Source: an optimization exercise on an open RTL-to-GDS flow (aim: small area, a short achievable clock period and few clock cycles per item). Production flows keep margins and buffers that such runs may drop.
RTL that was checked went through simulation tests only; none was proved equivalent to the original.
For runs 6 and 7, only the layout was checked, not whether the RTL still works.
Power is estimated from default activity; no workload was simulated.

==> design.v <==
package div_pkg;
  typedef logic [16-1:0] operand_t;
  typedef logic [4-1:0] tag_t;
endpackage
`timescale 1ns/1ns
module divider_nr (
  input  logic              clk,
  input  logic              reset,
  input  logic              load,
  input  logic              release_i,
  input  div_pkg::tag_t     ld_tag,
  input  div_pkg::operand_t ld_dividend,
  input  div_pkg::operand_t ld_divisor,    
  input  logic [16:0]       ld_q,          
  input  logic [3:0]        ld_shift,
  output logic [3:0]        shift,
  output logic              busy,
  output logic              done,
  output logic              finishing,
  output div_pkg::tag_t     tag,
  output div_pkg::operand_t quotient,
  output div_pkg::operand_t remainder
);
  logic [15:0] r, d;
  logic [16:0] q;
  logic [16:0] diff;
  assign diff = {1'b0, r} - {1'b0, d};
  always_ff @(posedge clk) begin
    if (reset) begin
      busy <= 1'b0;
    end else if (load) begin
      busy <= 1'b1;
    end else if (release_i) begin
      busy <= 1'b0;
    end
  end
  logic [15:0] r_nx;
  logic [16:0] q_nx;
  assign r_nx = (q[16] | diff[16]) ? r : diff[15:0];
  assign q_nx = q[16] ? q : {q[15:0], ~diff[16]};
  always_ff @(posedge clk) begin
    if (load) begin
      r   <= ld_dividend;
      d   <= ld_divisor;
      q   <= ld_q;
      tag <= ld_tag;
      shift <= ld_shift;
    end else begin
      r <= r_nx;
      q <= q_nx;
      d <= d >> 1;
    end
  end
  assign done      = busy & q[16];
  assign finishing = busy & q[15] & ~q[16];
  assign quotient  = q[15:0];
  assign remainder = r;
endmodule
`timescale 1ns/1ns
module div_dispatch (
  input  logic              clk,
  input  logic              reset,
  input  logic              accept,
  input  div_pkg::tag_t     tag,
  input  div_pkg::operand_t dividend,
  input  div_pkg::operand_t divisor,
  input  logic              leave,
  output logic              s1_valid,
  output div_pkg::tag_t     s1_tag,
  output div_pkg::operand_t s1_dividend,
  output div_pkg::operand_t s1_divisor,
  output logic [4:0]        s1_nd,
  output logic [4:0]        s1_nv,
  output logic              s1_bypass,
  output logic              s1_div0,
  output logic              in_bypass
);
  function automatic [4:0] sig_bits(input [15:0] value);
    sig_bits = '0;
    for (int i = 0; i < 16; i++) begin
      if (value[i]) sig_bits = 5'(i + 1);
    end
  endfunction
  function automatic [15:0] fill(input [15:0] value);
    fill = value;
    for (int i = 14; i >= 0; i--) fill[i] = fill[i] | fill[i + 1];
  endfunction
  logic dv_zero, in_div0;
  assign dv_zero   = (divisor == '0);
  assign in_div0   = dv_zero & (dividend != '0);
  assign in_bypass = dv_zero | |(fill(divisor) & ~fill(dividend));
  always_ff @(posedge clk) begin
    if (reset) begin
      s1_valid <= 1'b0;
    end else if (accept) begin
      s1_valid <= 1'b1;
    end else if (leave) begin
      s1_valid <= 1'b0;
    end
  end
  always_ff @(posedge clk) begin
    if (accept) begin
      s1_tag      <= tag;
      s1_dividend <= dividend;
      s1_divisor  <= divisor;
      s1_nd       <= sig_bits(dividend);
      s1_nv       <= sig_bits(divisor);
      s1_bypass   <= in_bypass;
      s1_div0     <= in_div0;
    end
  end
endmodule
`timescale 1ns/1ns
module result_arbiter #(parameter int N = 4) (
  input  logic         clk,
  input  logic         reset,
  input  logic [N-1:0] cand,      
  input  logic [N-1:0] taken,     
  output logic [N-1:0] sel        
);
  logic [N-1:0] last;    
  logic [N-1:0] higher;  
  logic [N-1:0] cand_hi;
  logic [N-1:0] pick;
  logic [N-1:0] last_next;
  assign last_next = (|taken) ? taken : last;
  always_comb begin
    higher = '0;
    for (int i = 0; i < N; i++) begin
      for (int j = 0; j < N; j++) begin
        if (j < i && last_next[j]) higher[i] = 1'b1;
      end
    end
  end
  assign cand_hi = cand & higher;
  always_comb begin
    pick = '0;
    if (|cand_hi) begin
      for (int i = N - 1; i >= 0; i--) if (cand_hi[i]) pick = N'(1) << i;
    end else begin
      for (int i = N - 1; i >= 0; i--) if (cand[i]) pick = N'(1) << i;
    end
  end
  always_ff @(posedge clk) begin
    if (reset) begin
      last <= N'(1) << (N - 1);
      sel  <= '0;
    end else begin
      last <= last_next;
      sel  <= pick;
    end
  end
endmodule
`timescale 1ns/1ns
module result_store (
  input  logic              clk,
  input  logic              reset,
  input  logic              we,
  input  div_pkg::tag_t     wr_tag,
  input  logic [16:0]       wr_field,
  input  logic [3:0]        wr_len,
  input  logic              wr_div0,
  input  div_pkg::tag_t     rd_tag,
  output logic              rd_valid,
  output div_pkg::operand_t rd_quotient,
  output div_pkg::operand_t rd_remainder
);
  localparam int DEPTH = 1 << 4;
  logic [DEPTH-1:0] valid;
  logic [16:0]      f_mem [DEPTH];
  logic [3:0]       l_mem [DEPTH];
  logic             z_mem [DEPTH];
  logic [16:0]      f;
  logic [3:0]       l;
  logic             z;
  logic [16:0]      m;
  always_ff @(posedge clk) begin
    if (reset) begin
      valid    <= '0;
      rd_valid <= 1'b0;
    end else begin
      if (we) begin
        valid[wr_tag] <= 1'b1;
      end
      rd_valid <= valid[rd_tag];
    end
  end
  always_ff @(posedge clk) begin
    if (we) begin
      f_mem[wr_tag] <= wr_field;
      l_mem[wr_tag] <= wr_len;
      z_mem[wr_tag] <= wr_div0;
    end
  end
  always_ff @(posedge clk) begin
    f <= f_mem[rd_tag];
    l <= l_mem[rd_tag];
    z <= z_mem[rd_tag];
  end
  always_comb begin
    for (int j = 0; j < 17; j++) m[j] = (5'(j) <= {1'b0, l});
  end
  always_comb begin
    for (int j = 0; j < 16; j++) begin
      rd_quotient[j]  = m[j] & (z | f[j]);
      rd_remainder[j] = f[16 - j] & (z | ~m[16 - j]);
    end
  end
endmodule
`timescale 1ns/1ns
module div_cluster (
  input  logic              clk,
  input  logic              reset,
  input  logic              start,
  input  div_pkg::tag_t     tag,
  input  div_pkg::operand_t dividend,
  input  div_pkg::operand_t divisor,
  input  div_pkg::tag_t     rd_tag,
  output logic              ready,
  output logic              complete,
  output div_pkg::tag_t     complete_tag,
  output logic              rd_valid,
  output div_pkg::operand_t rd_quotient,
  output div_pkg::operand_t rd_remainder
);
  localparam int N = 4;
  logic              accept, leave;
  logic              s1_valid, s1_bypass, s1_div0, in_bypass;
  div_pkg::tag_t     s1_tag;
  div_pkg::operand_t s1_dividend, s1_divisor;
  logic [4:0]        s1_nd, s1_nv;
  logic [3:0]        s1_shift, byp_len;
  logic [N-1:0]      busy, done, finishing, eng_grant, avail, load;
  div_pkg::tag_t     e_tag [N];
  div_pkg::operand_t e_quo [N];
  div_pkg::operand_t e_rem [N];
  logic [3:0]        e_shift [N];
  div_pkg::operand_t ld_divisor;
  logic [16:0]       ld_q;
  logic              byp_grant, eng_job;
  logic              we;
  div_pkg::tag_t     w_tag;
  logic [16:0]       w_field;
  logic [3:0]        w_len;
  logic              w_div0;
  assign accept = start & ready;
  div_dispatch u_dispatch (
    .clk         (clk),
    .reset       (reset),
    .accept      (accept),
    .tag         (tag),
    .dividend    (dividend),
    .divisor     (divisor),
    .leave       (leave),
    .s1_valid    (s1_valid),
    .s1_tag      (s1_tag),
    .s1_dividend (s1_dividend),
    .s1_divisor  (s1_divisor),
    .s1_nd       (s1_nd),
    .s1_nv       (s1_nv),
    .s1_bypass   (s1_bypass),
    .s1_div0     (s1_div0),
    .in_bypass   (in_bypass)
  );
  assign s1_shift   = 4'(s1_nd - s1_nv);
  assign byp_len    = s1_div0 ? 4'(s1_nd - 5'd1) : 4'd0;
  assign ld_divisor = s1_divisor << s1_shift;
  assign ld_q       = 17'(1) << (4'd15 - s1_shift);
  for (genvar i = 0; i < N; i++) begin : g_eng
    divider_nr u_div (
      .clk         (clk),
      .reset       (reset),
      .load        (load[i]),
      .release_i   (eng_grant[i]),
      .ld_tag      (s1_tag),
      .ld_dividend (s1_dividend),
      .ld_divisor  (ld_divisor),
      .ld_q        (ld_q),
      .ld_shift    (s1_shift),
      .shift       (e_shift[i]),
      .busy        (busy[i]),
      .done        (done[i]),
      .finishing   (finishing[i]),
      .tag         (e_tag[i]),
      .quotient    (e_quo[i]),
      .remainder   (e_rem[i])
    );
  end
  logic [N-1:0] sel, cand_next;
  logic [2:0]   starve;
  logic         eng_first, any_sel;
  result_arbiter #(.N(N)) u_arbiter (
    .clk   (clk),
    .reset (reset),
    .cand  (cand_next),
    .taken (eng_grant),
    .sel   (sel)
  );
  assign any_sel   = |sel;
  assign eng_first = &starve;
  assign byp_grant = s1_valid & s1_bypass & ~(any_sel & eng_first);
  assign eng_grant = sel & {N{~byp_grant}};
  assign eng_job   = s1_valid & ~s1_bypass;
  assign avail     = ~busy | sel;
  always_comb begin
    load = '0;
    for (int i = N - 1; i >= 0; i--) begin
      if (avail[i]) load = N'(1) << i;
    end
    if (!eng_job) load = '0;
  end
  assign leave = byp_grant | (eng_job & |avail);
  function automatic [16:0] rev_rem(input [15:0] v);
    rev_rem = '0;
    for (int i = 0; i < 16; i++) rev_rem[16 - i] = v[i];
  endfunction
  always_comb begin
    w_tag   = '0;
    w_field = '0;
    w_len   = '0;
    w_div0  = 1'b0;
    for (int i = 0; i < N; i++) begin
      w_tag   = w_tag | (e_tag[i] & {4{eng_grant[i]}});
      w_field = w_field | (({1'b0, e_quo[i]} | rev_rem(e_rem[i])) & {17{eng_grant[i]}});
      w_len   = w_len | (e_shift[i] & {4{eng_grant[i]}});
    end
    if (byp_grant) begin
      w_tag   = s1_tag;
      w_field = rev_rem(s1_dividend);
      w_len   = byp_len;
      w_div0  = s1_div0;
    end
  end
  assign we = any_sel | byp_grant;
  logic [N-1:0] idle_next;
  logic         s1v_next, eng_ok_next, byp_ok_next;
  logic [2:0]   starve_next;
  assign idle_next   = ~load & (~busy | eng_grant);
  assign cand_next   = ~load & busy & ~eng_grant & (done | finishing);
  assign s1v_next    = accept | (s1_valid & ~leave);
  assign eng_ok_next = |idle_next | |cand_next;
  assign byp_ok_next = ~(|cand_next & (&starve_next));
  always_comb begin
    starve_next = starve;
    if (byp_grant && any_sel) starve_next = starve + 1'b1;
    else if (|eng_grant) starve_next = '0;
  end
  always_ff @(posedge clk) begin
    if (reset) begin
      ready        <= 1'b1;
      starve       <= '0;
      complete     <= 1'b0;
    end else begin
      ready        <= ~s1v_next | ((accept ? in_bypass : s1_bypass) ? byp_ok_next : eng_ok_next);
      starve       <= starve_next;
      complete     <= we;
    end
  end
  always_ff @(posedge clk) begin
    complete_tag <= w_tag;
  end
  result_store u_store (
    .clk          (clk),
    .reset        (reset),
    .we           (we),
    .wr_tag       (w_tag),
    .wr_field     (w_field),
    .wr_len       (w_len),
    .wr_div0      (w_div0),
    .rd_tag       (rd_tag),
    .rd_valid     (rd_valid),
    .rd_quotient  (rd_quotient),
    .rd_remainder (rd_remainder)
  );
endmodule
==> run.sh <==
#!/bin/bash
# synth_recipe.tcl (not shown) runs the flow's synth.tcl, then flattens the netlist and writes it again
# the make line also repeats each setting of config.mk as NAME=value (left out here)
make -C /OpenROAD-flow-scripts/flow DESIGN_CONFIG=/design/flow/config.mk WORK_HOME=/design/flow/orfs CLKGATE_MAP_FILE= SYNTH_SCRIPT=/design/flow/synth_recipe.tcl finish
==> config.mk <==
export PLATFORM = sky130hd
export DESIGN_NAME = div_cluster
export DESIGN_NICKNAME = div_cluster
export VERILOG_FILES = /design/flow/design.v
export SDC_FILE = /design/flow/constraint.sdc
export NUM_CORES = 4
export LEC_CHECK = 0
export ABC_CLOCK_PERIOD_IN_PS = 2200
export CAP_MARGIN = 20
export CORE_MARGIN = 2
export CORE_UTILIZATION = 40
export CTS_CLUSTER_DIAMETER = 70
export CTS_CLUSTER_SIZE = 24
export SETUP_SLACK_MARGIN = 2.5
export SLEW_MARGIN = 20
export TNS_END_PERCENT = 10
==> constraint.sdc <==
create_clock -name core_clock -period 5.0 [get_ports {clk}]
set_input_delay 1.0000 -clock core_clock [delete_from_list [all_inputs] [get_ports {clk}]]
set_output_delay 1.0000 -clock core_clock [all_outputs]
set_load 0.01 [all_outputs]
==> results of run 1 <==
-- logic make-up (layout without fill, tap and decap cells) --
family / Yosys count / after routing / synth area share
flip-flops: 686 / 686 / 0.626
AO/OA/AOI/OAI: 533 / 533 / 0.103
AND/OR/NAND/NOR: 643 / 657 / 0.0991
multiplexers: 152 / 152 / 0.0974
XOR/XNOR: 48 / 48 / 0.0136
buffers and inverters: 219 / 428 / 0.0273
adder cells (fa/ha/maj): 79 / 79 / 0.0333
-- power breakdown --
part	switching, mW	internal (mW)
Combinational	1.42	1.03
Sequential	0.183	6.49
Clock	2.12	1.84
Total	3.73	9.37
-- tightest hold or removal path, cell delays in order (launching register included) --
cell	delay [ns]
dfxtp_1	0.34
nand2_1	0.05
o21ai_0	0.05
-- timing repair --
item                                    4_1_cts  5_1_grt
gates cloned                                 17        3
endpoints found under the setup margin     1098      993
buffers inserted                             84       39
resized for setup                           188      193
pin swaps                                    38       56
-- flip-flops by register name, summed over array words and instances, names as in the netlist, 4 cells and up --
register	flops
u_arbiter.sel	4
u_store.valid	16
g_eng.u_div.tag	16
u_store.f_mem	272
u_dispatch.s1_nd	4
u_dispatch.s1_tag	4
u_store.f	17
u_store.l_mem	64
g_eng.u_div.r	64
u_dispatch.s1_divisor	16
u_dispatch.s1_nv	4
g_eng.u_div.shift	16
g_eng.u_div.d	64
complete_tag	4
u_dispatch.s1_dividend	16
g_eng.u_div.q	68
g_eng.u_div.busy	4
u_store.l	4
u_store.z_mem	16
-- metal layers --
metal / vias to the layer above / track usage / wire length (um)
met4: 2 / 0.0666 / 2930
met1: 10300 / 0.286 / 35600
met3: 152 / 0.0248 / 5000
met5: - / 0 / 20
met2: 739 / 0.349 / 41200
li1: 9285 / - / -
-- cell usage in the layout, fill, tap and decap left out, drive strengths merged, types with 22 or more instances in the layout --
master,n
ha,74
clkbuf,64
xor2,25
nor3,22
buf,161
nand2,176
nand4,23
nor2,240
a21oi,119
xnor2,23
nand3,39
inv,118
nand2b,24
mux2i,24
edfxtp,557
mux4,116
o21ai,238
nand3b,50
clkdlybuf4s50,36
o21a,34
dfxtp,129
-- final cells by class --
class                           instances  area, um2  area share
Tap cell                             1030       1290      0.0348
Sequential cell                       686      19300       0.522
Clock buffer                           51       1140      0.0307
Timing Repair Buffer                  240       2410      0.0650
Inverter                              107        422      0.0114
Clock inverter                         28        347     0.00935
Multi-Input combinational cell       1469      12100       0.327
Timing Repair inverter                  2       10.0    0.000270
-- how the worst max path moves through the flow --
stage | start | to | depth (start not counted)
after floorplan | divisor[11] | ready | 6
after global placement | u_arbiter.sel[3] | u_store.f_mem[1][9] | 7
after detailed placement | u_arbiter.sel[3] | u_store.f_mem[7][5] | 7
after CTS | g_eng[3].u_div.r[0] | g_eng[3].u_div.r[14] | 11
after global routing | u_dispatch.s1_nd[0] | g_eng[2].u_div.d[6] | 13
final | u_dispatch.s1_nd[0] | g_eng[3].u_div.d[13] | 11
-- stage by stage --
step                      hold WS (ns)  std cells  power (mW)  area [um2]  utilization
after global routing             0.483       3613        13.6       37100        0.487
after CTS                        0.456       3571        13.0       36100        0.473
final                            0.450       3613        13.1       37100        0.487
after detailed placement         0.451       3391        8.86       32900        0.432
after floorplan                  0.425       2360        8.16       31000            -
after global placement           0.443       3391        8.81       32900        0.432
==> summary.txt, run 1 <==
Job
  • Maxcap violations: 0

Layout
  • Antenna cell count: 0
  • Share of layout cells above drive strength 1: 0.231
  • Nets: 2671
  • Fill count: 6551
  • P&R area growth vs syn: 20.2%

STA
  • Fin crit share: 0.555
  • Hold Violations, Final: 0
  • Fin. max-slew vios: 0
  • Setup-failing EPs final: 0
  • Fmax: 361 MHz
  • Measured slew at the worst slew-check pin: 0.953 ns
  • Setup TNS: 0 ns
  • Tmin final: 2.77 ns
  • Final setup margin: 2.23 ns
  • Worst Clk Skew: 0.0559 ns
  • RSZ-0062 raised after global routing: yes
  • Slew HR: 0.364

Pwr
  • Static Leakage: 12.6 nW
  • VDD IR max: 0.232 mV
  • Pwr Density: 353 nW/um2

Synthesis
  • Post-Synthesis Cells: 2360
  • Avg Inst Size Synth: 13.1 um2
  • EDFF count, synth: 557
  • Sequential fraction of the synthesis area: 0.626
  • Synth warn: 9
  • Post-Syn Area: 30800 um2
  • Synth Register Bits: 686
  • Share of the synthesized area in the top cell type: 0.542
  • Leading area contributor after synthesis: edfxtp_1
  • Synth cell count leaders: edfxtp_1 (557), o21ai_0 (237), nor2_1 (228)
  • Syn_nets: 2482
  • Main flop type after synthesis: edfxtp_1
  • Post-synthesis cell type count: 78
  • Post-synth ARST share: 0
  • Area contributors post-synth: edfxtp_1 (54%), mux4_2 (8.5%), dfxtp_1 (8.4%), o21ai_0 (3.8%), ha_1 (3.0%)
  • Count leader, synth: edfxtp_1

Place
  • Detailed placer's ending HPWL: 54800 um
  • Pre-CTS setup slack: 1.29 ns
  • GP Congestion: 0.970
  • Port bufs: 81

Clock tree
  • Clk buf depth: 3
  • CTS buffer count: 43
  • Hold Buf Count CTS: 0
  • CTS clk-pin slew, worst paths: 0.10 ns
  • Htree depth: 2
  • Later-pin clock latency in the skew report: 0.63 ns
  • TritonCTS clock tree: yes
  • Clk sinks: 686
  • Root Driver: clkbuf_16

Floorplanning
  • Die W: 282 um
  • FP Rows: 101
  • Core area: 76200 um2
  • Die H: 282 um
  • Initial Util: 0.405
  • Die area: 79400 um2
  • # IOs: 82

Routing
  • Vias: 20500
  • DRT Wirelength: 84700 um
  • Detail Route Antenna Nets: 0
  • Drt initial violations: 2071
  • Routed len/inst: 23.4 um
  • Vias per cell: 5.68
  • DRC violations left: 0
  • Drt pass-1 iters: 6

Setup path
  • Reg2reg setup slack: 2.23 ns
  • R2r startpoint: u_dispatch.s1_nd[0]
  • Kind of end point of the critical path: flop
  • Critical path buffers and inverters: 3
  • Critical-path cell list: inv_2 > ha_4 > inv_2 > fa_2 > buf_12 > mux2i_4 > mux2i_1 > and2_4 > a31oi_4 > mux2i_4 > mux2_4
  • Critical Path AT: 3.27 ns
  • Crit-path leading delay family: adder cells
  • R2r endpoint: g_eng[3].u_div.d[13]
  • Worst setup SP type: flop
  • Reg2Reg Depth: 11
  • Crit Path Category: flop to flop
  • Data required, critical path: 5.49 ns
  • CP max stage delay: 0.67 ns
  • Critical path fanouts, max: 7
  • Critical path's slowest cell: fa_2

Worst hold path
  • Hold Startpoint: g_eng[1].u_div.d[2]
  • Min-Delay Endpoint: g_eng[1].u_div.d[1]
  • Hold path cells: 2
  • Min-delay worst type: flop to flop

Global route
  • Vias in the first global route: 19800
  • GR Util All Layers: 0.209
  • First-pass GRT wire length: 125000 um
  • Congestion Overflow GR: 0
  • Initial antenna violation count: 3
  • Largest net degree at the start of global routing: 69

Outcome
  • Status: finished clean
Testbench counts, summed over its fixed seeds: cycles 2,358, items 2,048.
==> inputs of run 2 (changes only) <==
--- a/config.mk
+++ b/config.mk
@@ -11,6 +11,6 @@
 export CORE_UTILIZATION = 40
 export CTS_CLUSTER_DIAMETER = 70
 export CTS_CLUSTER_SIZE = 24
-export SETUP_SLACK_MARGIN = 2.5
+export SETUP_SLACK_MARGIN = 2.2
 export SLEW_MARGIN = 20
 export TNS_END_PERCENT = 10
==> run 2 against run 1 <==
  * Register-to-register slack worse by 0.20 ns
  * Utilization down 2.4 points
  * Highest routed layer is now met4
  * Combinational power down about 10%
  * Final cell count down 2.5%
  * Largest cell class unchanged
  * Power down 3.1%
  * Critical path depth down 8
  * Clock skew down 0.020 ns
==> summary.txt, run 2 <==
Worst hold path
  • Min-delay worst type: flop to flop
  • Hold Startpoint: g_eng[3].u_div.d[6]
  • Hold path cells: 2

Layout
  • Largest register FFs: 272
  • Top reg by flops: u_store.f_mem
  • Fill count: 6690
  • Most frequent cells in the layout: edfxtp_1 (557), o21ai_0 (231), nor2_1 (198)
  • Nets: 2582
  • Fin area: 35200 um2
  • P&R area growth vs syn: 14.2%
  • Antenna cell count: 0
  • Final std cells w/o fill: 3524
  • Largest registers: u_store.f_mem: 272 flops, g_eng.u_div.q: 68 flops
  • Share of layout cells above drive strength 1: 0.158
  • Commonest non-fill, non-tap cell in the layout: edfxtp_1

Routing
  • DRC violations left: 0
  • Drt pass-1 iters: 6
  • Routed len/inst: 23.1 um
  • Vias: 20100
  • Detail Route Antenna Nets: 0
  • DRT Wirelength: 81500 um
  • Drt initial violations: 2194
  • Vias per cell: 5.69

Synthesis
  • Avg Inst Size Synth: 13.1 um2
  • Post-Synthesis Cells: 2360
  • Synth cell count leaders: edfxtp_1 (557), o21ai_0 (237), nor2_1 (228)
  • Post-synthesis cell type count: 78
  • Synth warn: 9
  • Main flop type after synthesis: edfxtp_1
  • Count leader, synth: edfxtp_1
  • Synth Register Bits: 686
  • Post-Syn Area: 30800 um2
  • Leading area contributor after synthesis: edfxtp_1
  • Area contributors post-synth: edfxtp_1 (54%), mux4_2 (8.5%), dfxtp_1 (8.4%), o21ai_0 (3.8%), ha_1 (3.0%)
  • Share of the synthesized area in the top cell type: 0.542
  • EDFF count, synth: 557
  • Post-synth ARST share: 0
  • Syn_nets: 2482
  • Sequential fraction of the synthesis area: 0.626

STA
  • Hold Violations, Final: 0
  • Fin crit share: 0.602
  • Tmin final: 3.01 ns
  • Final setup margin: 1.99 ns
  • Setup TNS: 0 ns
  • Measured slew at the worst slew-check pin: 0.981 ns
  • Fin. max-slew vios: 0
  • Slew HR: 0.346
  • Setup-failing EPs final: 0
  • Fmax: 332 MHz
  • Worst Clk Skew: 0.0355 ns
  • RSZ-0062 raised after global routing: yes

Setup path
  • Data required, critical path: 4.00 ns
  • R2r startpoint: u_dispatch.s1_nv[0]
  • Crit Path Category: flop to output pin
  • Critical Path AT: 2.01 ns
  • Critical path fanouts, max: 12
  • Worst setup SP type: flop
  • Kind of end point of the critical path: output pin
  • CP startpoint: u_store.l[1]
  • Reg2Reg Depth: 9

Clock tree
  • Clk buf depth: 3
  • CTS clk-pin slew, worst paths: 0.09 ns
  • Hold Buf Count CTS: 0
  • Htree depth: 2
  • Clk sinks: 686
  • TritonCTS clock tree: yes
  • Root Driver: clkbuf_16
  • CTS buffer count: 42
  • Later-pin clock latency in the skew report: 0.62 ns

Pwr
  • VDD IR max: 0.219 mV
  • Static Leakage: 11.9 nW
  • Total Power: 12.7 mW
  • Pwr Density: 360 nW/um2

Global route
  • Congestion Overflow GR: 0
  • Vias in the first global route: 19700
  • Initial antenna violation count: 0
  • First-pass GRT wire length: 124000 um
  • Largest net degree at the start of global routing: 75
  • GR Util All Layers: 0.206

Job
  • Maxcap violations: 0

Place
  • Area after DPL: 32900 um2
  • Port bufs: 81
  • Pre-CTS setup slack: 1.45 ns
  • GP Congestion: 0.944
  • Placed cell count: 3402
  • Detailed placer's ending HPWL: 55400 um

Floorplanning
  • Die area: 79400 um2
  • Initial Util: 0.405
  • Die H: 282 um
  • Core area: 76200 um2
  • Die W: 282 um
  • FP Rows: 101
  • # IOs: 82

Outcome
  • Status: finished clean
run 2: layout make-up:
type / instances / area, um2 / area share
Inverter: 107 / 417 / 0.0118
Sequential cell: 686 / 19300 / 0.549
Timing Repair Buffer: 163 / 1630 / 0.0464
Multi-Input combinational cell: 1460 / 11100 / 0.316
Clock inverter: 24 / 264 / 0.00749
Clock buffer: 54 / 1150 / 0.0326
Tap cell: 1030 / 1290 / 0.0366
run 2: cells by family (layout without fill, tap and decap cells):
| kind of cell | after synthesis | count (layout) | share of synthesized area |
|---|---|---|---|
| xor gates and xnor gates | 48 | 48 | 0.0136 |
| adders and majority gates | 79 | 79 | 0.0333 |
| buffers and inverters | 219 | 348 | 0.0273 |
| AOI/OAI and AO/OA | 533 | 534 | 0.103 |
| DFF | 686 | 686 | 0.626 |
| and+or+nand+nor | 643 | 647 | 0.0991 |
| muxes | 152 | 152 | 0.0974 |
run 2: path summary, 6_finish.rpt:
check / slack (ns) / to
setup / recovery: 1.99 / rd_remainder[15]
hold / removal: 0.46 / g_eng[3].u_div.d[5]
setup reg to reg: 2.03 / g_eng[0].u_div.d[6]
hold reg to reg: 0.46 / g_eng[3].u_div.d[5]
run 2: per-stage QoR:
step	hold slack, ns	utilization
global route	0.476	0.462
detailed placement	0.447	0.432
global placement	0.440	0.432
CTS	0.456	0.460
floorplan	0.425	-
finish	0.456	0.462
run 2: metal layers:
metal / GRT usage / vias up / part of all wire
met5: 0 / - / 0
met4: 0.0622 / 0 / 0.032
met3: 0.0271 / 117 / 0.064
met2: 0.337 / 706 / 0.48
met1: 0.287 / 10200 / 0.43
li1: - / 9083 / -
run 2: critical path: stages, from the launching register on:
cell,delay (ns)
dfxtp_4,0.40
nor4_4,0.31
o21a_1,0.16
clkdlybuf4s50_1,0.54
run 2: timing repair:
action,CTS,global route
setup endpoints to repair,903,820
gates resized for setup,92,28
gates cloned,6,1
buffers inserted,33,4
pin swaps,14,4
run 2: power breakdown:
group,switching (mW),internal (mW)
Sequential,0.184,6.49
Clock,2.08,1.73
Combinational,1.27,0.925
==> inputs of run 3 (changes only) <==
--- a/config.mk
+++ b/config.mk
@@ -11,6 +11,6 @@
 export CORE_UTILIZATION = 40
 export CTS_CLUSTER_DIAMETER = 70
 export CTS_CLUSTER_SIZE = 24
-export SETUP_SLACK_MARGIN = 2.2
+export SETUP_SLACK_MARGIN = 2.5
 export SLEW_MARGIN = 20
-export TNS_END_PERCENT = 10
+export TNS_END_PERCENT = 0
==> run 3 against run 2 <==
  * Sequential share of layout area fell by 1.5 points
  * Final cell count increased by 1.6%
  * Critical path depth increased by 8
  * Die area did not move
  * Sequential cell count unchanged
  * Largest cell class unchanged
  * Largest power group unchanged
  * Highest routed layer is now met5
==> summary.txt, run 3 <==
Synthesis
  • Post-synth ARST share: 0
  • Synth Register Bits: 686
  • Synth cell count leaders: edfxtp_1 (557), o21ai_0 (237), nor2_1 (228)
  • Main flop type after synthesis: edfxtp_1
  • Post-Syn Area: 30800 um2
  • Post-synthesis cell type count: 78
  • EDFF count, synth: 557
  • Syn_nets: 2482
  • Synth warn: 9
  • Leading area contributor after synthesis: edfxtp_1
  • Count leader, synth: edfxtp_1
  • Share of the synthesized area in the top cell type: 0.542
  • Area contributors post-synth: edfxtp_1 (54%), mux4_2 (8.5%), dfxtp_1 (8.4%), o21ai_0 (3.8%), ha_1 (3.0%)
  • Post-Synthesis Cells: 2360
  • Sequential fraction of the synthesis area: 0.626
  • Avg Inst Size Synth: 13.1 um2

Routing
  • DRC violations left: 0
  • DRT Wirelength: 83300 um
  • Vias: 20300
  • Drt initial violations: 1964
  • Detail Route Antenna Nets: 0
  • Drt pass-1 iters: 8
  • Vias per cell: 5.68
  • Routed len/inst: 23.2 um

Clock tree
  • Clk sinks: 686
  • TritonCTS clock tree: yes
  • CTS buffer count: 43
  • Later-pin clock latency in the skew report: 0.62 ns
  • Htree depth: 2
  • CTS clk-pin slew, worst paths: 0.09 ns
  • Root Driver: clkbuf_16
  • Clk buf depth: 3

Place
  • Pre-CTS setup slack: 1.10 ns
  • GP Congestion: 0.904
  • Port bufs: 81
  • Placed cell count: 3398
  • Area after DPL: 33000 um2
  • Detailed placer's ending HPWL: 55000 um

Pwr
  • Total Power: 12.9 mW
  • Pwr Density: 357 nW/um2
  • VDD IR max: 0.224 mV
  • Gate power share: 0.185
  • Sequential Power Share: 0.516
  • Switching share of total power: 0.284
  • Switching power total: 3.67 mW
  • Cell Int Power: 9.25 mW
  • Clock share of power: 0.299
  • Static Leakage: 12.5 nW

Setup path
  • Critical path's slowest cell: fa_2
  • Critical-path cell list: inv_2 > ha_4 > inv_2 > fa_2 > buf_6 > mux2_4 > a22o_4 > mux2i_4 > mux2i_4 > nand2_1 > o21ai_1
  • Crit-path leading delay family: adder cells
  • CP max stage delay: 0.69 ns
  • CP startpoint: u_dispatch.s1_nd[0]
  • Critical Path AT: 3.34 ns
  • Crit Path Category: flop to flop
  • R2r startpoint: u_dispatch.s1_nd[0]
  • Data required, critical path: 5.47 ns
  • Reg2Reg Depth: 11
  • R2r endpoint: g_eng[0].u_div.d[14]
  • Critical path fanouts, max: 6
  • Kind of end point of the critical path: flop
  • Critical path buffers and inverters: 3
  • Reg2reg setup slack: 2.14 ns
  • Worst setup SP type: flop

Worst hold path
  • Min-Delay Endpoint: g_eng[0].u_div.d[11]
  • Min-delay worst type: flop to flop
  • Hold Startpoint: g_eng[0].u_div.d[12]
  • Hold path cells: 2

Layout
  • Largest registers: u_store.f_mem: 272 flops, g_eng.u_div.q: 68 flops
  • Top reg by flops: u_store.f_mem
  • Nets: 2637
  • Most frequent cells in the layout: edfxtp_1 (557), o21ai_0 (221), nor2_1 (197)
  • Largest register FFs: 272
  • Final std cells w/o fill: 3581
  • Final core occ: 0.475
  • Commonest non-fill, non-tap cell in the layout: edfxtp_1
  • Share of layout cells above drive strength 1: 0.195
  • P&R area growth vs syn: 17.3%
  • Fin area: 36200 um2

STA
  • Setup TNS: 0 ns
  • Fmax: 349 MHz
  • Slew HR: 0.337
  • Hold Violations, Final: 0
  • Fin. max-slew vios: 0
  • Worst Clk Skew: 0.0514 ns
  • Tmin final: 2.86 ns
  • Smallest hold slack: 0.457 ns
  • Final setup margin: 2.14 ns
  • Fin crit share: 0.572
  • Measured slew at the worst slew-check pin: 0.994 ns
  • RSZ-0062 raised after global routing: yes
  • Setup-failing EPs final: 0

Global route
  • Vias in the first global route: 19600
  • Congestion Overflow GR: 0
  • Initial antenna violation count: 2
  • First-pass GRT wire length: 122000 um
  • Largest net degree at the start of global routing: 75
  • GR Util All Layers: 0.205

Floorplanning
  • FP Rows: 101
  • Die area: 79400 um2
  • Die H: 282 um
  • # IOs: 82
  • Initial Util: 0.405
  • Die W: 282 um
  • Core area: 76200 um2

Outcome
  • Status: finished clean

Job
  • Maxcap violations: 0
-- run 3: cell counts after synthesis --
Identical to the previous run, type by type.
-- run 3: repair_timing --
item                                     CTS  global route
gates resized for setup                   70           154
pin swaps                                 27            17
hold endpoints to repair                   0             0
endpoints found under the setup margin  1036          1066
setup buffers                             43            44
gates cloned                              12             3
hold buffers                               0             0
-- run 3: power by group through the flow --
stage	combinational, mW	sequential, mW	clock (mW)
detailed placement	2.05	6.80	0
global placement	2.00	6.80	0
floorplan	1.45	6.70	0
global route	2.59	6.69	4.13
finish	2.39	6.67	3.86
CTS	2.13	6.67	3.94
-- run 3: metal layers --
layer,vias to the layer above,global-route usage,wire length (um)
li1,9207,-,-
met1,10200,0.282,35300
met2,760,0.335,39700
met3,146,0.0290,5440
met4,2,0.0664,2850
met5,-,0,14
-- run 3: cells by family after synthesis --
logic type	synth area share
flip-flops	0.626
AND/OR/NAND/NOR	0.0991
AO/OA/AOI/OAI	0.103
buffers and inverters	0.0273
multiplexers	0.0974
adder cells (fa/ha/maj)	0.0333
XOR/XNOR	0.0136
-- run 3: worst min-delay path: cells and delay by family, from the launching register on --
kind	cells	cell delay, ns
AO/OA/AOI/OAI	1	0.05
flip-flops	1	0.34
AND/OR/NAND/NOR	1	0.05
-- run 3: worst max path at each step --
stage                           end  slack (ns)  cells past startpoint
2_1_floorplan   u_store.f_mem[6][0]        2.32                      7
3_3_place_gp    u_store.f_mem[4][3]        1.26                      7
3_5_place_dp    u_store.f_mem[4][2]        1.10                      7
4_1_cts        g_eng[2].u_div.d[13]        1.94                     11
5_1_grt        g_eng[0].u_div.d[14]        2.08                     11
6_report       g_eng[0].u_div.d[14]        2.14                     11
-- run 3: cell type report --
cell class	instances	area, um2
fillers	6575	40000
repair buffers	208	2070
repair inverters	1	5.00
multi-input cells	1468	11600
clock buffers	56	1160
clock inverters	23	307
well taps	1030	1290
inverters	107	413
flip-flops and latches	686	19300
diodes	2	5.00
==> inputs of run 4 (changes only) <==
--- a/config.mk
+++ b/config.mk
@@ -5,7 +5,7 @@
 export SDC_FILE = /design/flow/constraint.sdc
 export NUM_CORES = 4
 export LEC_CHECK = 0
-export ABC_CLOCK_PERIOD_IN_PS = 2200
+export ABC_AREA = 1
 export CAP_MARGIN = 20
 export CORE_MARGIN = 2
 export CORE_UTILIZATION = 40
@@ -13,4 +13,4 @@
 export CTS_CLUSTER_SIZE = 24
 export SETUP_SLACK_MARGIN = 2.5
 export SLEW_MARGIN = 20
-export TNS_END_PERCENT = 0
+export TNS_END_PERCENT = 10
==> run 4 against run 3 <==
  * Still clean
  * Synthesized cell count is 30% higher
  * Wire length is 13% higher
  * Sequential share of layout area is 1.5 points lower
  * Largest power group unchanged
==> summary.txt, run 4 <==
Place
  • Area after DPL: 33200 um2
  • Detailed placer's ending HPWL: 61400 um
  • GP Congestion: 0.954
  • Pre-CTS setup slack: 1.37 ns
  • Port bufs: 81
  • Placed cell count: 4067

Layout
  • Multi-input gate area: 11400 um2
  • Antenna cell count: 0
  • Fill count: 7079
  • Fin area: 37200 um2
  • Commonest non-fill, non-tap cell in the layout: edfxtp_1
  • Nets: 3350
  • Final core occ: 0.481
  • Largest register FFs: 272
  • Largest registers: u_store.f_mem: 272 flops, g_eng.u_div.q: 68 flops
  • Final std cells w/o fill: 4300
  • Top reg by flops: u_store.f_mem
  • Sequential Area: 19300 um2
  • Share of layout cells above drive strength 1: 0.155
  • P&R area growth vs syn: 18.9%
  • Most frequent cells in the layout: edfxtp_1 (557), o21ai_0 (454), nand2_1 (384)

Clock tree
  • Later-pin clock latency in the skew report: 0.62 ns
  • TritonCTS clock tree: yes
  • Htree depth: 2
  • Hold Buf Count CTS: 0
  • CTS clk-pin slew, worst paths: 0.09 ns
  • CTS buffer count: 42
  • Clk buf depth: 3
  • Root Driver: clkbuf_16
  • Clk sinks: 686

Setup path
  • Crit-path leading delay family: flip-flops
  • CP max stage delay: 0.41 ns
  • Data required, critical path: 4.00 ns
  • Critical-path cell list: nor2_4 > buf_4 > nand2_1 > o21a_1 > clkdlybuf4s15_1
  • Critical path buffers and inverters: 2
  • Critical path's slowest cell: dfxtp_4
  • Critical path fanouts, max: 5
  • Critical Path AT: 1.72 ns
  • Worst setup SP type: flop
  • Kind of end point of the critical path: output pin
  • Crit Path Category: flop to output pin

STA
  • Worst Clk Skew: 0.0562 ns
  • Measured slew at the worst slew-check pin: 0.981 ns
  • Fin crit share: 0.544
  • RSZ-0062 raised after global routing: yes
  • Slew HR: 0.345
  • Fin. max-slew vios: 0
  • Tmin final: 2.72 ns
  • Smallest hold slack: 0.438 ns
  • Final setup margin: 2.28 ns
  • Setup TNS: 0 ns
  • Setup-failing EPs final: 0
  • Fmax: 367 MHz
  • Hold Violations, Final: 0

Job
  • Maxcap violations: 0

Synthesis
  • Post-Synthesis Cells: 3061
  • Count leader, synth: edfxtp_1
  • Leading area contributor after synthesis: edfxtp_1
  • Synth cell count leaders: edfxtp_1 (557), o21ai_0 (479), nand2_1 (414)
  • EDFF count, synth: 557
  • Sequential fraction of the synthesis area: 0.616
  • Post-Syn Area: 31300 um2
  • Share of the synthesized area in the top cell type: 0.534
  • Synth Register Bits: 686
  • Area contributors post-synth: edfxtp_1 (53%), dfxtp_1 (8.2%), o21ai_0 (7.7%), nand2_1 (5.0%), nor2_1 (3.7%)
  • Avg Inst Size Synth: 10.2 um2
  • Post-synth ARST share: 0
  • Synth warn: 9
  • Post-synthesis cell type count: 57
  • Main flop type after synthesis: edfxtp_1
  • Syn_nets: 3183

Floorplanning
  • Core area: 77500 um2
  • Die W: 284 um
  • Die area: 80600 um2
  • Die H: 284 um
  • # IOs: 82
  • FP Rows: 102
  • Initial Util: 0.404

Routing
  • DRC violations left: 0
  • Routed len/inst: 21.9 um
  • DRT Wirelength: 94300 um
  • Drt pass-1 iters: 6
  • Vias: 24000
  • Detail Route Antenna Nets: 0
  • Drt initial violations: 2411
  • Vias per cell: 5.58

Pwr
  • Sequential Power Share: 0.496
  • Static Leakage: 13.3 nW
  • Switching power total: 4.25 mW
  • VDD IR max: 0.353 mV
  • Clock share of power: 0.286
  • Gate power share: 0.218
  • Pwr Density: 371 nW/um2
  • Switching share of total power: 0.308
  • Total Power: 13.8 mW
  • Cell Int Power: 9.56 mW

Global route
  • Initial antenna violation count: 2
  • GR Util All Layers: 0.224
  • First-pass GRT wire length: 139000 um
  • Vias in the first global route: 22900
  • Largest net degree at the start of global routing: 190
  • Congestion Overflow GR: 0

Worst hold path
  • Min-delay worst type: flop to flop

Outcome
  • Status: finished clean
run 4: path summary, 6_finish.rpt:
path,start,endpoint,slack (ns),depth (start not counted)
setup reg to reg,starve[0],u_store.f_mem[1][5],2.39,9
hold reg to reg,g_eng[3].u_div.d[6],g_eng[3].u_div.d[5],0.44,2
hold / removal,g_eng[3].u_div.d[6],g_eng[3].u_div.d[5],0.44,2
setup / recovery,u_store.l[3],rd_quotient[3],2.28,5
run 4: cell type report:
type                            count  share of cell area
Clock inverter                     22             0.00786
Tap cell                         1040              0.0349
Multi-Input combinational cell   1962               0.306
Timing Repair Buffer              241              0.0666
Sequential cell                   686               0.519
Inverter                          290              0.0325
Timing Repair inverter              5            0.000941
Clock buffer                       54              0.0317
run 4: power by group through the flow:
stage	clock network, mW	logic (mW)	registers (mW)
after CTS	4.00	2.78	6.84
after floorplan	0	1.74	6.85
after global routing	4.20	3.32	6.87
after detailed placement	0	2.56	6.97
after global placement	0	2.55	6.97
final	3.96	3.00	6.85
run 4: timing repair:
item | in CTS | in global routing
setup buffers | 95 | 31
endpoints found under the setup margin | 1012 | 953
pin swaps | 38 | 41
gates resized for setup | 178 | 175
cloned | 21 | 10
run 4: worst register-to-register path, cell delays in order, from the launching register on:
cell and delay [ns]:
dfxtp_2 0.37, ha_4 0.14, ha_4 0.15, nand2_8 0.08
buf_12 0.14, nand2_8 0.11, o211ai_1 0.15, o21ai_4 0.39
nand2_2 0.33, nor2_4 0.42
run 4: cells by family after synthesis:
| kind of cell | after synthesis | synth area share |
|---|---|---|
| adder cells (fa/ha/maj) | 79 | 0.0328 |
| AO/OA/AOI/OAI | 825 | 0.150 |
| XOR/XNOR | 25 | 0.00759 |
| flip-flops | 686 | 0.616 |
| multiplexers | 4 | 0.00128 |
| buffers and inverters | 436 | 0.0538 |
| AND/OR/NAND/NOR | 1006 | 0.138 |
run 4: layer usage:
metal / vias to the layer above / routed length [um] / part of all wire / GRT usage
met3: 168 / 6760 / 0.072 / 0.0289
li1: 11200 / - / - / -
met4: 0 / 3370 / 0.036 / 0.0692
met2: 952 / 45700 / 0.48 / 0.384
met5: - / 0 / 0 / 0
met1: 11700 / 38400 / 0.41 / 0.296
==> inputs of run 5 (changes only) <==
--- a/config.mk
+++ b/config.mk
@@ -11,6 +11,7 @@
 export CORE_UTILIZATION = 40
 export CTS_CLUSTER_DIAMETER = 70
 export CTS_CLUSTER_SIZE = 24
+export GPL_ROUTABILITY_DRIVEN = 0
 export SETUP_SLACK_MARGIN = 2.5
 export SLEW_MARGIN = 20
 export TNS_END_PERCENT = 10
==> run 5 against run 4 <==
  * Sequential share of layout area rose by 0.25 points
  * Clock power barely moved
  * Combinational power down 2%
  * Wire length down 1.3%
  * Via count decreased by 1.1%
  * Highest routed layer unchanged
==> summary.txt, run 5 <==
Outcome
  • Status: finished clean

Routing
  • Vias: 23700
  • DRT Wirelength: 93100 um
  • Drt pass-1 iters: 6
  • Vias per cell: 5.52
  • Detail Route Antenna Nets: 0
  • Drt initial violations: 2600
  • DRC violations left: 0
  • Routed len/inst: 21.7 um

Layout
  • Top reg by flops: u_store.f_mem
  • Most frequent cells in the layout: edfxtp_1 (557), o21ai_0 (450), nand2_1 (385)
  • Largest register FFs: 272
  • Share of layout cells above drive strength 1: 0.156
  • Largest registers: u_store.f_mem: 272 flops, g_eng.u_div.q: 68 flops
  • Commonest non-fill, non-tap cell in the layout: edfxtp_1
  • Nets: 3342
  • P&R area growth vs syn: 18.3%
  • Antenna cell count: 0

Setup path
  • Critical path fanouts, max: 3
  • Critical Path AT: 1.69 ns
  • Critical path's slowest cell: dfxtp_4
  • Worst setup SP type: flop
  • Data required, critical path: 4.00 ns
  • CP max stage delay: 0.38 ns
  • Crit Path Category: flop to output pin
  • Kind of end point of the critical path: output pin
  • Critical path buffers and inverters: 1
  • Critical-path cell list: nor2_4 > nand2_1 > o21a_1 > dlygate4sd2_1
  • Crit-path leading delay family: flip-flops

Synthesis
  • Synth Register Bits: 686
  • Syn_nets: 3183
  • Post-Synthesis Cells: 3061
  • EDFF count, synth: 557
  • Post-synthesis cell type count: 57
  • Count leader, synth: edfxtp_1
  • Avg Inst Size Synth: 10.2 um2
  • Synth warn: 9
  • Post-synth ARST share: 0
  • Sequential fraction of the synthesis area: 0.616
  • Post-Syn Area: 31300 um2
  • Area contributors post-synth: edfxtp_1 (53%), dfxtp_1 (8.2%), o21ai_0 (7.7%), nand2_1 (5.0%), nor2_1 (3.7%)
  • Synth cell count leaders: edfxtp_1 (557), o21ai_0 (479), nand2_1 (414)
  • Leading area contributor after synthesis: edfxtp_1
  • Main flop type after synthesis: edfxtp_1
  • Share of the synthesized area in the top cell type: 0.534

Job
  • Maxcap violations: 0

Global route
  • Congestion Overflow GR: 0
  • GR Util All Layers: 0.223
  • Initial antenna violation count: 0
  • Largest net degree at the start of global routing: 190
  • Vias in the first global route: 22700
  • First-pass GRT wire length: 137000 um

Clock tree
  • CTS buffer count: 43
  • TritonCTS clock tree: yes
  • Root Driver: clkbuf_16
  • Clk sinks: 686
  • Later-pin clock latency in the skew report: 0.63 ns
  • Htree depth: 2
  • Hold Buf Count CTS: 0
  • Clk buf depth: 3
  • CTS clk-pin slew, worst paths: 0.10 ns

Floorplanning
  • Die W: 284 um
  • Die H: 284 um
  • Die area: 80600 um2
  • Core area: 77500 um2
  • # IOs: 82
  • Initial Util: 0.404
  • FP Rows: 102

Pwr
  • Pwr Density: 372 nW/um2
  • VDD IR max: 0.331 mV
  • Static Leakage: 13.3 nW
  • Total Power: 13.8 mW

STA
  • Worst Clk Skew: 0.0576 ns
  • Hold Violations, Final: 0
  • Smallest hold slack: 0.441 ns
  • Measured slew at the worst slew-check pin: 1.03 ns
  • Fin. max-slew vios: 0
  • Setup-failing EPs final: 0
  • RSZ-0062 raised after global routing: yes
  • Tmin final: 2.69 ns
  • Setup TNS: 0 ns
  • Slew HR: 0.313
  • Fmax: 372 MHz
  • Fin crit share: 0.538

Place
  • Port bufs: 81
  • Detailed placer's ending HPWL: 60100 um

Worst hold path
  • Min-delay worst type: flop to flop
[run 5: cell counts after synthesis]
Identical to the previous run, type by type.
[run 5: routing by layer]
metal | vias up | global-route usage | share of wire
li1 | 11200 | - | -
met1 | 11500 | 0.294 | 0.41
met2 | 933 | 0.384 | 0.49
met3 | 143 | 0.0277 | 0.070
met4 | 0 | 0.0653 | 0.028
met5 | - | 0 | 0
[run 5: cells by family after synthesis]
| group | Yosys count | synth area share |
|---|---|---|
| simple gates | 1006 | 0.138 |
| compound gates | 825 | 0.150 |
| flops | 686 | 0.616 |
| buf+inv | 436 | 0.0538 |
| fa+ha+maj | 79 | 0.0328 |
| xor+xnor | 25 | 0.00759 |
| mux | 4 | 0.00128 |
[run 5: final cells by class]
| type | instances | area [um2] |
|---|---|---|
| clock buffer | 52 | 1160 |
| clock inverter | 28 | 343 |
| fill | 7102 | 40400 |
| inverter | 290 | 1200 |
| multi-input combinational | 1960 | 11300 |
| sequential | 686 | 19300 |
| tap | 1040 | 1300 |
| timing repair buffer | 234 | 2380 |
| timing repair inverter | 5 | 33.8 |
[run 5: final timing paths]
kind                                     startpoint                  end  slack (ns)  cells past startpoint
worst max-delay path                   u_store.l[2]       rd_quotient[3]        2.31                      4
worst min-delay path            g_eng[3].u_div.d[4]  g_eng[3].u_div.d[3]        0.44                      2
worst max register to register  u_dispatch.s1_nd[0]  g_eng[0].u_div.d[5]        2.36                      9
worst min register to register  g_eng[3].u_div.d[4]  g_eng[3].u_div.d[3]        0.44                      2
[run 5: power by group]
part | internal [mW] | switching, mW
clock network | 1.87 | 2.12
registers | 6.62 | 0.233
logic | 1.04 | 1.90
total | 9.53 | 4.25
[run 5: worst min-delay path, stage by stage, from the launching register on]
cell     delay [ns]
dfxtp_1        0.34
nand2_1        0.06
o21ai_0        0.06
[run 5: per-stage QoR]
stage          utilization  instances  setup WS (ns)  cell area (um2)
5_1_grt              0.478       4295           2.23            37100
6_report             0.478       4295           2.31            37100
3_5_place_dp         0.429       4065           1.47            33200
2_1_floorplan            -       3061           2.41            31400
4_1_cts              0.469       4264           2.29            36300
3_3_place_gp         0.429       4065           1.53            33200
[run 5: what timing repair did]
item,CTS,global route
pin swaps,42,38
setup buffers,97,25
resized for setup,237,126
setup endpoints to repair,1014,947
gates cloned,22,6
==> inputs of run 6 (changes only) <==
--- a/design.v
+++ b/design.v
@@ -12,8 +12,6 @@
   input  div_pkg::operand_t ld_dividend,
   input  div_pkg::operand_t ld_divisor,    
   input  logic [16:0]       ld_q,          
-  input  logic [3:0]        ld_shift,
-  output logic [3:0]        shift,
   output logic              busy,
   output logic              done,
   output logic              finishing,
@@ -44,7 +42,6 @@
       d   <= ld_divisor;
       q   <= ld_q;
       tag <= ld_tag;
-      shift <= ld_shift;
     end else begin
       r <= r_nx;
       q <= q_nx;
@@ -223,7 +220,7 @@
   output div_pkg::operand_t rd_quotient,
   output div_pkg::operand_t rd_remainder
 );
-  localparam int N = 4;
+  localparam int N = 5;
   logic              accept, leave;
   logic              s1_valid, s1_bypass, s1_div0, in_bypass;
   div_pkg::tag_t     s1_tag;
@@ -234,7 +231,6 @@
   div_pkg::tag_t     e_tag [N];
   div_pkg::operand_t e_quo [N];
   div_pkg::operand_t e_rem [N];
-  logic [3:0]        e_shift [N];
   div_pkg::operand_t ld_divisor;
   logic [16:0]       ld_q;
   logic              byp_grant, eng_job;
@@ -242,6 +238,7 @@
   div_pkg::tag_t     w_tag;
   logic [16:0]       w_field;
   logic [3:0]        w_len;
+  div_pkg::operand_t w_quo;
   logic              w_div0;
   assign accept = start & ready;
   div_dispatch u_dispatch (
@@ -276,8 +273,6 @@
       .ld_dividend (s1_dividend),
       .ld_divisor  (ld_divisor),
       .ld_q        (ld_q),
-      .ld_shift    (s1_shift),
-      .shift       (e_shift[i]),
       .busy        (busy[i]),
       .done        (done[i]),
       .finishing   (finishing[i]),
@@ -317,12 +312,17 @@
   always_comb begin
     w_tag   = '0;
     w_field = '0;
+    w_quo   = '0;
     w_len   = '0;
     w_div0  = 1'b0;
     for (int i = 0; i < N; i++) begin
       w_tag   = w_tag | (e_tag[i] & {4{eng_grant[i]}});
-      w_field = w_field | (({1'b0, e_quo[i]} | rev_rem(e_rem[i])) & {17{eng_grant[i]}});
-      w_len   = w_len | (e_shift[i] & {4{eng_grant[i]}});
+      w_quo   = w_quo | (e_quo[i] & {16{eng_grant[i]}});
+      w_field = w_field | (rev_rem(e_rem[i]) & {17{eng_grant[i]}});
+    end
+    w_field = w_field | {1'b0, w_quo};
+    for (int j = 1; j < 16; j++) begin
+      if (w_quo[j]) w_len = 4'(j);
     end
     if (byp_grant) begin
       w_tag   = s1_tag;
==> config.mk (replaced) <==
export PLATFORM = sky130hd
export DESIGN_NAME = div_cluster
export DESIGN_NICKNAME = div_cluster
export VERILOG_FILES = /design/flow/design.v
export SDC_FILE = /design/flow/constraint.sdc
export NUM_CORES = 4
export LEC_CHECK = 0
export ABC_CLOCK_PERIOD_IN_PS = 2200
export CAP_MARGIN = 20
export CORE_MARGIN = 2
export CORE_UTILIZATION = 40
export CTS_CLUSTER_DIAMETER = 70
export CTS_CLUSTER_SIZE = 24
export SETUP_SLACK_MARGIN = 2.8
export SLEW_MARGIN = 20
export TNS_END_PERCENT = 10
==> run 6 against run 5 <==
  * Still clean
  * Global-route usage rose by 0.27 points
  * Sequential share of layout area fell by 3.0 points
  * Combinational power hardly changed
  * Sequential cell count rose by 40
  * Hold slack improved by 0.016 ns
  * Clock skew is 0.024 ns lower
  * Highest routed layer unchanged
==> summary.txt, run 6 <==
Floorplanning
  • Die area: 86200 um2
  • Die W: 294 um
  • FP Rows: 106
  • Die H: 294 um
  • # IOs: 82
  • Initial Util: 0.403
  • Core area: 83300 um2

STA
  • Slew HR: 0.320
  • Fin crit share: 0.612
  • Hold Violations, Final: 0
  • RSZ-0062 raised after global routing: yes
  • Fin. max-slew vios: 0
  • Setup-failing EPs final: 0
  • Tmin final: 3.06 ns
  • Setup TNS: 0 ns
  • Worst Clk Skew: 0.0331 ns
  • Fmax: 327 MHz
  • Measured slew at the worst slew-check pin: 1.02 ns
  • Smallest hold slack: 0.457 ns

Job
  • Maxcap violations: 0

Clock tree
  • TritonCTS clock tree: yes
  • Root Driver: clkbuf_16
  • CTS buffer count: 43
  • Later-pin clock latency in the skew report: 0.62 ns
  • Clk sinks: 726
  • Htree depth: 2
  • Clk buf depth: 3
  • Hold Buf Count CTS: 0
  • CTS clk-pin slew, worst paths: 0.10 ns

Synthesis
  • Post-Synth Simple-Gate Area: 0.103
  • Leading area contributor after synthesis: edfxtp_1
  • XOR/XNOR share of the synthesized area: 0.0175
  • Share of the synthesized area in the top cell type: 0.517
  • Count leader, synth: edfxtp_1
  • Synthesized-area fraction occupied by adder cells: 0.0375
  • Post-synthesis cell type count: 84
  • Post-Syn Area: 33500 um2
  • Post-synthesis mux area share: 0.0846
  • Synth cell count leaders: edfxtp_1 (577), nand2_1 (253), o21ai_0 (240)
  • Synth warn: 8
  • Post-Synthesis Cells: 2651
  • Area contributors post-synth: edfxtp_1 (52%), dfxtp_1 (8.9%), mux4_2 (8.1%), o21ai_0 (3.6%), ha_1 (3.4%)
  • Largest family of logic cells by synthesized area: compound AO/OA/AOI/OAI gates
  • Compound-gate portion of the synthesized area: 0.120
  • Main flop type after synthesis: edfxtp_1
  • Synth Register Bits: 726
  • EDFF count, synth: 577
  • Sequential fraction of the synthesis area: 0.606
  • Post-synth ARST share: 0
  • Avg Inst Size Synth: 12.7 um2
  • Syn_nets: 2791

Pwr
  • Static Leakage: 14.2 nW
  • Total Power: 14.0 mW
  • Pwr Density: 338 nW/um2
  • VDD IR max: 0.271 mV

Layout
  • Fill count: 7165
  • Largest registers: u_store.f_mem: 272 flops, g_eng.u_div.q: 85 flops
  • Most frequent cells in the layout: edfxtp_1 (577), nand2_1 (224), o21ai_0 (202)
  • Largest register FFs: 272
  • Final core occ: 0.497
  • Commonest non-fill, non-tap cell in the layout: edfxtp_1
  • Top reg by flops: u_store.f_mem
  • Share of layout cells above drive strength 1: 0.258
  • Nets: 3062
  • P&R area growth vs syn: 23.3%

Routing
  • Routed len/inst: 25.3 um
  • Drt pass-1 iters: 6
  • Vias: 24000
  • Detail Route Antenna Nets: 0
  • DRT Wirelength: 102000 um
  • DRC violations left: 0
  • Drt initial violations: 2602
  • Vias per cell: 5.95

Setup path
  • Crit Path Category: flop to flop
  • Critical path fanouts, max: 16
  • Reg2Reg Depth: 8
  • Data required, critical path: 5.35 ns
  • Worst setup SP type: flop
  • Critical Path AT: 3.41 ns
  • Kind of end point of the critical path: flop

Global route
  • Vias in the first global route: 23000
  • Largest net degree at the start of global routing: 59
  • First-pass GRT wire length: 147000 um
  • Initial antenna violation count: 0
  • GR Util All Layers: 0.226
  • Congestion Overflow GR: 0

Place
  • Port bufs: 81
  • GP Congestion: 0.894
  • Detailed placer's ending HPWL: 63700 um

Outcome
  • Status: finished clean

Worst hold path
  • Min-delay worst type: flop to flop
  • Hold path cells: 2
run 6: changes by cell type in the layout (fill, tap and decap cells not counted), sizes merged, moves of 36 or more:
| cell | before | now |
|---|---|---|
| nand3b | 10 | 64 |
| buf | 172 | 258 |
| nand3 | 176 | 42 |
| nand2 | 430 | 253 |
| a22oi | 1 | 37 |
| o21ai | 488 | 244 |
| nor2 | 329 | 225 |
| inv | 280 | 134 |
| mux4 | 0 | 120 |
| o221ai | 64 | 6 |
run 6: power by group:
| part | internal, mW | switching [mW] | total, mW |
|---|---|---|---|
| Combinational | 1.33 | 1.64 | 2.97 |
| Clock | 1.77 | 2.17 | 3.94 |
| Sequential | 6.85 | 0.192 | 7.05 |
run 6: layout make-up:
class / count / area [um2] / share of cell area
clock buffer: 60 / 1190 / 0.0288
tap: 1080 / 1350 / 0.0327
clock inverter: 20 / 228 / 0.00551
antenna: 3 / 7.51 / 0.000182
multi-input combinational: 1675 / 14200 / 0.343
inverter: 130 / 520 / 0.0126
sequential: 726 / 20300 / 0.492
timing repair inverter: 1 / 7.51 / 0.000182
timing repair buffer: 345 / 3520 / 0.0852
run 6: metal layers:
metal	vias to the layer above	part of all wire	track usage
met4	0	0.041	0.0773
met5	-	0	0
met1	12100	0.40	0.299
met2	1126	0.48	0.380
met3	206	0.074	0.0334
li1	10600	-	-
run 6: kinds of logic (layout without fill, tap and decap cells):
logic type	count (synthesis)	count (layout)
buffers and inverters	262	556
AND/OR/NAND/NOR	729	738
XOR/XNOR	67	67
AO/OA/AOI/OAI	638	641
adder cells (fa/ha/maj)	97	97
multiplexers	132	132
flip-flops	726	726
other	0	3
run 6: worst paths after layout:
check	start	to	slack [ns]
max	starve[0]	u_store.f_mem[0][14]	1.94
min	g_eng[4].u_div.d[2]	g_eng[4].u_div.d[1]	0.46
max reg2reg	starve[0]	u_store.f_mem[0][14]	1.94
min reg2reg	g_eng[4].u_div.d[2]	g_eng[4].u_div.d[1]	0.46
run 6: per-stage QoR:
step	cell area (um2)	setup slack, ns	instances
6_report	41400	1.94	4040
5_1_grt	41300	1.86	4037
4_1_cts	39200	1.96	3928
3_5_place_dp	36000	0.703	3747
3_3_place_gp	36000	0.737	3746
2_1_floorplan	33900	2.28	2651
run 6: repair_timing:
action                     in CTS  in global routing
pin swaps                      46                 74
setup endpoints to repair    1231               1231
resized for setup             159                310
buffers inserted               87                 99
cloned                         14                 10
run 6: worst max-delay path: stages, from the launching register on:
cell      delay [ns]
dfxtp_2         0.35
ha_4            0.16
ha_4            0.15
nand3b_4        0.23
buf_4           0.21
and2_2          0.38
a222oi_1        0.69
a41oi_1         0.34
buf_4           0.28
==> inputs of run 7 (changes only) <==
--- a/config.mk
+++ b/config.mk
@@ -5,7 +5,7 @@
 export SDC_FILE = /design/flow/constraint.sdc
 export NUM_CORES = 4
 export LEC_CHECK = 0
-export ABC_CLOCK_PERIOD_IN_PS = 2200
+export ABC_AREA = 1
 export CAP_MARGIN = 20
 export CORE_MARGIN = 2
 export CORE_UTILIZATION = 40
==> run 7 against run 6 <==
  * Count of clock-buffer cells in the layout is the same
  * Worst setup slack improved by 0.13 ns
  * Wire length is 2.8% higher
  * Design area fell by 1.0%
  * Final cell count rose by 15%
  * Critical endpoint is now u_store.f_mem[5][4]
  * Highest routed layer is now met5
==> summary.txt, run 7 <==
Outcome
  • Status: finished clean

Routing
  • DRC violations left: 0
  • Vias: 26400
  • Detail Route Antenna Nets: 0
  • DRT Wirelength: 105000 um
  • Vias per cell: 5.68
  • Drt pass-1 iters: 8
  • Drt initial violations: 2674
  • Routed len/inst: 22.6 um

Synthesis
  • Area contributors post-synth: edfxtp_1 (52%), dfxtp_1 (8.9%), o21ai_0 (7.1%), nand2_1 (5.8%), nor2_1 (3.7%)
  • Avg Inst Size Synth: 10.1 um2
  • Sequential fraction of the synthesis area: 0.604
  • Leading area contributor after synthesis: edfxtp_1
  • Syn_nets: 3458
  • Main flop type after synthesis: edfxtp_1
  • Synth cell count leaders: edfxtp_1 (577), nand2_1 (519), o21ai_0 (479)
  • Count leader, synth: edfxtp_1
  • Synth Register Bits: 726
  • Post-synth ARST share: 0
  • Share of the synthesized area in the top cell type: 0.515
  • Post-synthesis cell type count: 62
  • Post-Synthesis Cells: 3318
  • Post-Syn Area: 33600 um2
  • EDFF count, synth: 577
  • Synth warn: 8

Place
  • Placed cell count: 4375
  • GP Congestion: 0.914
  • Area after DPL: 35800 um2
  • Port bufs: 81
  • Detailed placer's ending HPWL: 64000 um

Clock tree
  • Clk buf depth: 3
  • Htree depth: 2
  • Root Driver: clkbuf_16
  • Hold Buf Count CTS: 0
  • Later-pin clock latency in the skew report: 0.64 ns
  • TritonCTS clock tree: yes
  • Clk sinks: 726
  • CTS buffer count: 45
  • CTS clk-pin slew, worst paths: 0.09 ns

STA
  • Worst Clk Skew: 0.0614 ns
  • Fin crit share: 0.586
  • Hold Violations, Final: 0
  • Fmax: 341 MHz
  • Tmin final: 2.93 ns
  • Setup-failing EPs final: 0
  • Slew HR: 0.257
  • Setup TNS: 0 ns
  • RSZ-0062 raised after global routing: yes
  • Measured slew at the worst slew-check pin: 1.11 ns
  • Fin. max-slew vios: 0

Floorplanning
  • Die area: 86400 um2
  • Core area: 83400 um2
  • FP Rows: 106
  • # IOs: 82
  • Initial Util: 0.403
  • Die H: 294 um
  • Die W: 294 um

Layout
  • Nets: 3667
  • P&R area growth vs syn: 21.7%
  • Top reg by flops: u_store.f_mem
  • Commonest non-fill, non-tap cell in the layout: edfxtp_1
  • Largest registers: u_store.f_mem: 272 flops, g_eng.u_div.q: 85 flops
  • Share of layout cells above drive strength 1: 0.179
  • Most frequent cells in the layout: edfxtp_1 (577), nand2_1 (473), o21ai_0 (418)
  • Fin area: 40900 um2
  • Fill count: 7452
  • Final std cells w/o fill: 4644
  • Largest register FFs: 272

Global route
  • First-pass GRT wire length: 150000 um
  • Initial antenna violation count: 2
  • Largest net degree at the start of global routing: 99
  • Vias in the first global route: 24400
  • GR Util All Layers: 0.230
  • Congestion Overflow GR: 0

Pwr
  • Static Leakage: 14.5 nW
  • VDD IR max: 0.247 mV
  • Pwr Density: 339 nW/um2

Setup path
  • Critical Path AT: 3.30 ns
  • R2r startpoint: starve[0]
  • Reg2reg setup slack: 2.07 ns
  • Data required, critical path: 5.37 ns
  • Kind of end point of the critical path: flop
  • Worst setup SP type: flop
  • Critical path fanouts, max: 16
  • Crit Path Category: flop to flop
  • R2r endpoint: u_store.f_mem[5][4]
  • Reg2Reg Depth: 11

Worst hold path
  • Hold Startpoint: g_eng[4].u_div.d[3]
  • Min-delay worst type: flop to flop
  • Min-Delay Endpoint: g_eng[4].u_div.d[2]
  • Hold path cells: 2

Job
  • Maxcap violations: 0
[run 7: cell types whose count changed after synthesis, sizes merged, moves of 25 or more]
cell	previous run	this run
nand3b	64	5
nand3	42	176
o21a	40	15
nor2b	33	0
clkbuf	93	141
nor2	218	338
o21ai	244	483
o22ai	2	33
o221ai	6	71
mux4	120	0
o211ai	4	41
inv	126	288
nand2	253	531
[run 7: per-stage QoR]
| stage | hold WS [ns] | utilization | worst slack (ns) | total power, mW |
|---|---|---|---|---|
| floorplan | 0.427 | - | 2.06 | 8.40 |
| global placement | 0.436 | 0.429 | 1.18 | 9.12 |
| detailed placement | 0.443 | 0.429 | 1.08 | 9.15 |
| CTS | 0.438 | 0.469 | 2.17 | 13.5 |
| global route | 0.466 | 0.491 | 2.03 | 14.4 |
| finish | 0.438 | 0.491 | 2.07 | 13.9 |
[run 7: worst max path at each step]
| stage | start | to | slack, ns | cells past startpoint |
|---|---|---|---|---|
| 2_1_floorplan | starve[0] | u_store.f_mem[0][0] | 2.06 | 13 |
| 3_3_place_gp | starve[1] | u_store.f_mem[11][11] | 1.18 | 12 |
| 3_5_place_dp | starve[1] | u_store.f_mem[11][11] | 1.08 | 12 |
| 4_1_cts | starve[0] | u_store.l_mem[3][0] | 2.17 | 19 |
| 5_1_grt | starve[0] | u_store.valid[0] | 2.03 | 18 |
| 6_report | starve[0] | u_store.f_mem[5][4] | 2.07 | 11 |
[run 7: cell type report]
cell class	count	area [um2]	area share
Sequential cell	726	20300	0.497
Multi-Input combinational cell	2154	13300	0.324
Timing Repair Buffer	301	3100	0.0758
Tap cell	1080	1350	0.0330
Clock buffer	60	1280	0.0312
Inverter	293	1210	0.0297
Clock inverter	23	327	0.00798
Timing Repair inverter	6	42.5	0.00104
Antenna cell	1	2.50	0.0000611
[run 7: repair_timing]
item / CTS / global route
gates resized for setup: 233 / 280
buffers inserted: 87 / 68
gates cloned: 18 / 12
pin swaps: 36 / 93
endpoints found under the setup margin: 1136 / 1150
[run 7: routing by layer]
layer / GRT usage / vias to the layer above / part of all wire
met5: 0 / - / 0.00026
met4: 0.0959 / 4 / 0.050
met3: 0.0398 / 246 / 0.073
met2: 0.372 / 1080 / 0.46
met1: 0.305 / 12800 / 0.41
li1: - / 12200 / -
[run 7: power by group]
| part | switching [mW] | internal [mW] |
|---|---|---|
| clock network | 2.28 | 1.96 |
| logic | 1.63 | 0.993 |
| registers | 0.160 | 6.86 |
[run 7: cell families after synthesis]
group	share of synthesized area
AOI/OAI and AO/OA	0.153
xor gates and xnor gates	0.0144
adders and majority gates	0.0374
buffers and inverters	0.0514
DFF	0.604
muxes	0.00182
and+or+nand+nor	0.138
[run 7: critical path: stages (launching register included)]
cell and delay (ns):
dfxtp_2 0.35, ha_4 0.16, ha_4 0.19, inv_2 0.08, a21oi_4 0.10, buf_4 0.20
clkbuf_16 0.19, nand2_1 0.07, nand3_1 0.14, a221oi_1 0.57, o211ai_1 0.32, buf_4 0.30

## re-timing with driven ports
The flow's constraints put no driver on any port. The routed layouts listed below were extracted and timed again, unchanged, in two steps.
Step 1 (the two cells are an assumption about what drives the block):
set clk [get_ports {clk}]
set_driving_cell -lib_cell sky130_fd_sc_hd__clkbuf_16 $clk
set_driving_cell -lib_cell sky130_fd_sc_hd__buf_2 [delete_from_list [all_inputs] $clk]
Step 2 times the ports against the registers' clock, not the clock port: input delays grow and output delays shrink by t, the midpoint of the rising clock arrivals with the driver on.
a / b / c = no drivers / after step 1 / after step 2; a / b = the first two.
run | shift t [ns] | setup WS [ns] | worst setup path after step 2 | slew at the worst register clock pin (ns) | worst data-port slew with drivers (ns)
run 1 | 0.662 | 2.226 / 2.174 / 1.812 | input to register | 0.10 / 0.10 | 0.04
run 2 | 0.666 | 1.992 / 1.931 / 1.491 | input to register | 0.10 / 0.10 | 0.05
run 3 | 0.655 | 2.138 / 2.108 / 1.577 | input to register | 0.10 / 0.10 | 0.04
run 4 | 0.655 | 2.278 / 2.214 / 1.894 | input to register | 0.10 / 0.10 | 0.07
run 5 | 0.666 | 2.309 / 2.241 / 1.881 | input to register | 0.10 / 0.10 | 0.07
run 6 | 0.665 | 1.942 / 1.942 / 1.740 | input to register | 0.10 / 0.10 | 0.06
run 7 | 0.678 | 2.071 / 2.071 / 1.947 | input to register | 0.11 / 0.11 | 0.04
After both steps setup and hold are still met in every run listed. The setup slack of run 3, which loses most, moves by -0.030 ns with the drivers and by -0.561 ns with both steps.
